This is an optimization exercise on Yosys and OpenROAD, whose aim is small area and few clock cycles, not a production implementation.
The RTL was checked by simulation tests, not by an equivalence proof against the original design.
Power and IR drop assume default switching activity.

==> run G: inputs <==
// sorted_priority_queue
module sorted_priority_queue (
  input  logic          clk,
  input  logic          rst,
  input  logic          cmd_valid,
  output logic          cmd_ready,
  input  logic [32:0]   cmd,
  output logic          res_valid,
  input  logic          res_ready,
  output logic [22:0]   res
);
==> module spq_cell, before the edit <==
module spq_cell (
  input  logic                         do_ins,
  input  logic                         pend,
  input  logic [spq_pkg::RANK_W-1:0]   pend_level,
  input  logic [spq_pkg::OCC_BITS-1:0] count,
  input  logic [spq_pkg::KEY_BITS-1:0] new_key,
  input  logic [spq_pkg::KEY_BITS-1:0] key,
  input  logic [spq_pkg::RANK_W-1:0]   level,
  output logic                         free,
  output logic                         above,
  output logic                         at_count,
  output logic [spq_pkg::RANK_W-1:0]   level_next
);
  logic                       held;
  logic                       lv_lt;
  logic                       lv_eq;
  logic                       lt;
  logic                       raise;
  logic [spq_pkg::RANK_W-1:0] level_now;
  function automatic logic key_lt(input logic [spq_pkg::KEY_BITS-1:0] a,
                                  input logic [spq_pkg::KEY_BITS-1:0] b);
    logic ge;
    ge = 1'b1;
    for (int j = 0; j < spq_pkg::KEY_BITS; j++) begin
      ge = (a[j] & ~b[j]) | (a[j] & ge) | (~b[j] & ge);
    end
    key_lt = ~ge;
  endfunction
  always_comb begin
    lv_lt = 1'b0;
    lv_eq = 1'b1;
    for (int j = spq_pkg::RANK_W - 1; j >= 0; j--) begin
      lv_lt = lv_lt || (lv_eq && !level[j] && count[j]);
      lv_eq = lv_eq && (level[j] == count[j]);
    end
  end
  assign held      = pend || count[spq_pkg::OCC_BITS-1] || lv_lt;
  assign free      = !held;
  assign lt        = key_lt(key, new_key);
  assign above     = held && !lt;
  assign at_count  = lv_eq;
  assign raise     = held ? lt : at_count;
  assign level_now = pend ? pend_level : level;
  assign level_next = level_now + spq_pkg::RANK_W'(do_ins && raise);
endmodule
==> module sorted_priority_queue, before the edit <==
module sorted_priority_queue (
  input  logic          clk,
  input  logic          rst,
  input  logic          cmd_valid,
  output logic          cmd_ready,
  input  logic [32:0]   cmd,
  output logic          res_valid,
  input  logic          res_ready,
  output logic [22:0]   res
);
  localparam int N = spq_pkg::DEPTH;
  logic [spq_pkg::OCC_BITS-1:0] count;
  logic [1:0]                   kind;
  logic                         res_free;
  logic                         accept;
  logic                         is_ins;
  logic                         is_full;
  logic                         is_empty;
  logic                         can_ins;
  logic                         do_ins;
  logic                         do_rm;
  logic [N-1:0]                 free;
  logic [N-1:0]                 above;
  logic [N-1:0]                 above_q;
  logic [N-1:0]                 at_count;
  logic [N-1:0]                 inject;
  logic [N-1:0]                 pend_q;
  logic [spq_pkg::RANK_W-1:0]   pend_level;
  logic [spq_pkg::KEY_BITS-1:0] key        [N];
  logic [spq_pkg::ID_BITS-1:0]  id         [N];
  logic [spq_pkg::RANK_W-1:0]   level      [N];
  logic [spq_pkg::RANK_W-1:0]   level_next [N];
  logic [spq_pkg::ID_BITS-1:0]  removed_id;
  always_comb begin
    inject  = '0;
    can_ins = 1'b0;
    for (int i = 0; i < N; i++) begin
      if (spq_pkg::INJ_AT[i]) begin
        inject[i] = free[i] && !can_ins;
        can_ins   = can_ins || free[i];
      end
    end
  end
  assign res_free  = !res_valid || res_ready;
  assign is_ins    = !cmd[32];
  assign is_full   = count[spq_pkg::OCC_BITS-1];
  assign is_empty  = (count == '0);
  assign cmd_ready = res_free && (!is_ins || is_full || can_ins);
  assign accept    = cmd_valid && cmd_ready;
  assign do_ins    = accept && is_ins && !is_full;
  assign do_rm     = accept && !is_ins && !is_empty;
  always_comb begin
    pend_level = '0;
    for (int i = 0; i < N; i++) pend_level = pend_level + spq_pkg::RANK_W'(above_q[i]);
  end
  for (genvar i = 0; i < N; i++) begin : g_cell
    localparam int NX = (i + 1) % N;
    logic pend;
    if (spq_pkg::INJ_AT[(i + N - 1) % N]) begin : g_pend
      assign pend = pend_q[i];
    end else begin : g_nopend
      assign pend = 1'b0;
    end
    spq_cell u_cell (
      .do_ins     (do_ins),
      .pend       (pend),
      .pend_level (pend_level),
      .count      (count),
      .new_key    (cmd[31:16]),
      .key        (key[i]),
      .level      (level[i]),
      .free       (free[i]),
      .above      (above[i]),
      .at_count   (at_count[i]),
      .level_next (level_next[i])
    );
    always_ff @(posedge clk) begin
      level[NX] <= level_next[i];
    end
    if (spq_pkg::INJ_AT[i]) begin : g_inj
      always_ff @(posedge clk) begin
        if (do_ins && inject[i]) begin
          key[NX] <= cmd[31:16];
          id[NX]  <= cmd[15:0];
        end else begin
          key[NX] <= key[i];
          id[NX]  <= id[i];
        end
      end
    end else begin : g_pass
      always_ff @(posedge clk) begin
        key[NX] <= key[i];
        id[NX]  <= id[i];
      end
    end
  end
  always_ff @(posedge clk) begin
    above_q <= above;
    for (int i = 0; i < N; i++) begin
      pend_q[(i + 1) % N] <= !rst && do_ins && inject[i];
    end
  end
  always_comb begin
    removed_id = '0;
    for (int i = 0; i < N; i++) begin
      if (at_count[i]) removed_id = removed_id | id[i];
    end
  end
  assign res = {kind[1] && !kind[0], kind[0] && !kind[1],
                (&kind) ? removed_id : spq_pkg::ID_BITS'(0), count};
  always_ff @(posedge clk) begin
    if (rst) begin
      count     <= '0;
      res_valid <= 1'b0;
    end else begin
      if (do_ins) count <= count + 1'b1;
      if (do_rm)  count <= count - 1'b1;
      if (accept) begin
        res_valid <= 1'b1;
      end else if (res_ready) begin
        res_valid <= 1'b0;
      end
    end
  end
  always_ff @(posedge clk) begin
    if (accept) begin
      kind <= is_ins ? {is_full, 1'b0} : {!is_empty, 1'b1};
    end
  end
endmodule
Settings: LEC_CHECK=0, CAP_MARGIN=20, CORE_MARGIN=2, CORE_UTILIZATION=60, CTS_CLUSTER_DIAMETER=100, CTS_CLUSTER_SIZE=30, SLEW_MARGIN=20; clock period 5.0 ns.
standard.sh (not shown) runs the stock make flow with config.mk's settings and CLKGATE_MAP_FILE= SYNTH_SCRIPT=/design/flow/synth_recipe.tcl, a recipe that flattens the netlist after the stock synthesis.
==> flow/flow/run.sh <==
#!/bin/bash
# The standard layout, with the smallest buffer on every input and output
# port in place of the one the resizer would pick. The make output goes to
# standard.log; ORFS's own step logs stay under orfs/logs.
set -euo pipefail
export BUFFER_PORTS_ARGS="-buffer_cell sky130_fd_sc_hd__buf_1"
bash standard.sh > standard.log 2>&1
==> inputs of run K, as changes to run G <==
--- a/flow/design.v
+++ b/flow/design.v
@@ -16,11 +16,9 @@
   input  logic [spq_pkg::RANK_W-1:0]   level,
   output logic                         free,
-  output logic                         above,
+  output logic                         below,
   output logic                         at_count,
   output logic [spq_pkg::RANK_W-1:0]   level_next
 );
   logic                       held;
-  logic                       lv_lt;
-  logic                       lv_eq;
   logic                       lt;
   logic                       raise;
@@ -35,17 +33,9 @@
     key_lt = ~ge;
   endfunction
-  always_comb begin
-    lv_lt = 1'b0;
-    lv_eq = 1'b1;
-    for (int j = spq_pkg::RANK_W - 1; j >= 0; j--) begin
-      lv_lt = lv_lt || (lv_eq && !level[j] && count[j]);
-      lv_eq = lv_eq && (level[j] == count[j]);
-    end
-  end
-  assign held      = pend || count[spq_pkg::OCC_BITS-1] || lv_lt;
+  assign held      = pend || ({1'b0, level} < count);
   assign free      = !held;
   assign lt        = key_lt(key, new_key);
-  assign above     = held && !lt;
-  assign at_count  = lv_eq;
+  assign below     = held && lt;
+  assign at_count  = (level == count[spq_pkg::RANK_W-1:0]);
   assign raise     = held ? lt : at_count;
   assign level_now = pend ? pend_level : level;
@@ -74,9 +64,10 @@
   logic                         do_rm;
   logic [N-1:0]                 free;
-  logic [N-1:0]                 above;
-  logic [N-1:0]                 above_q;
+  logic [N-1:0]                 below;
+  logic [N-1:0]                 below_q;
   logic [N-1:0]                 at_count;
   logic [N-1:0]                 inject;
   logic [N-1:0]                 pend_q;
+  logic [spq_pkg::RANK_W-1:0]   n_below;
   logic [spq_pkg::RANK_W-1:0]   pend_level;
   logic [spq_pkg::KEY_BITS-1:0] key        [N];
@@ -104,7 +95,8 @@
   assign do_rm     = accept && !is_ins && !is_empty;
   always_comb begin
-    pend_level = '0;
-    for (int i = 0; i < N; i++) pend_level = pend_level + spq_pkg::RANK_W'(above_q[i]);
+    n_below = '0;
+    for (int i = 0; i < N; i++) n_below = n_below + spq_pkg::RANK_W'(below_q[i]);
   end
+  assign pend_level = spq_pkg::RANK_W'(count) - 1'b1 - n_below;
   for (genvar i = 0; i < N; i++) begin : g_cell
     localparam int NX = (i + 1) % N;
@@ -124,5 +116,5 @@
       .level      (level[i]),
       .free       (free[i]),
-      .above      (above[i]),
+      .below      (below[i]),
       .at_count   (at_count[i]),
       .level_next (level_next[i])
@@ -149,5 +141,5 @@
   end
   always_ff @(posedge clk) begin
-    above_q <= above;
+    below_q <= below;
     for (int i = 0; i < N; i++) begin
       pend_q[(i + 1) % N] <= !rst && do_ins && inject[i];
==> flow/run.sh (new file) <==
#!/bin/bash
# synth_recipe.tcl (not shown) runs the flow's synth.tcl, then flattens the netlist and writes it again
# the make line also repeats each setting of config.mk as NAME=value (left out here)
make -C /OpenROAD-flow-scripts/flow DESIGN_CONFIG=/design/flow/config.mk WORK_HOME=/design/flow/orfs CLKGATE_MAP_FILE= SYNTH_SCRIPT=/design/flow/synth_recipe.tcl finish
- CTS_CLUSTER_DIAMETER: 100 -> 60
- CTS_CLUSTER_SIZE: 30 -> 20
removed: flow/flow/run.sh
removed: flow/standard.sh
==> summary of the runs <==
Run G produced a clean layout. Run K passed the timing, DRC and antenna checks.
Via count: run K is larger than run G (0.90%).
Between run G and run K, the lower global-route usage is in run K (gap 0.50 points).
Area after synthesis: run K is larger than run G (0.62%).
In run K the non-clock buffer count is higher than in run G, by 8.
Sequential power: run K is higher than run G (about 14%).
Of run G and run K, run K has the higher die area (gap about 0.6%, measured against run K).
Against run K, the fmax of run G is larger by about 5%.
In run G the setup slack is better than in run K, by 230 ps.
Between run K and run G, the lower clock skew is in run K (gap 4.2 ps).
Against run G, the design area of run K is larger by 5.4%.
Against run G, the hold slack of run K is higher by 3.7 ps.
Testbench counts of run G, summed over its fixed seeds: cycles 25,354.
Testbench counts of run K, summed over its fixed seeds: cycles 25,354.

[port drivers added, routing unchanged]
The flow's constraints put no driver on any port. The routed layouts listed below were extracted and timed again, unchanged, in two steps. Step 1 sets driving cells, clkbuf_16 on the clock port and buf_2 on the other inputs (assumed; they add their load-dependent delay and slew). Step 2 adds t to the input delays and takes it off the output delays; t is the mean of the earliest and latest rising clock arrival at the registers after step 1. Input paths then give back, and output paths get back, about the clock's delay inside the block. Three values: ideal ports, drivers, drivers and shift; two values: the first two.
| run | shift t [ns] | setup slack, ns | hold slack, ns |
|---|---|---|---|
| run G | 0.641 | 0.492 / 0.436 / 0.618 | 0.342 / 0.342 / 0.342 |
| run K | 0.643 | 0.261 / 0.201 / 0.338 | 0.346 / 0.346 / 0.346 |
After both steps every run listed still meets setup and hold.
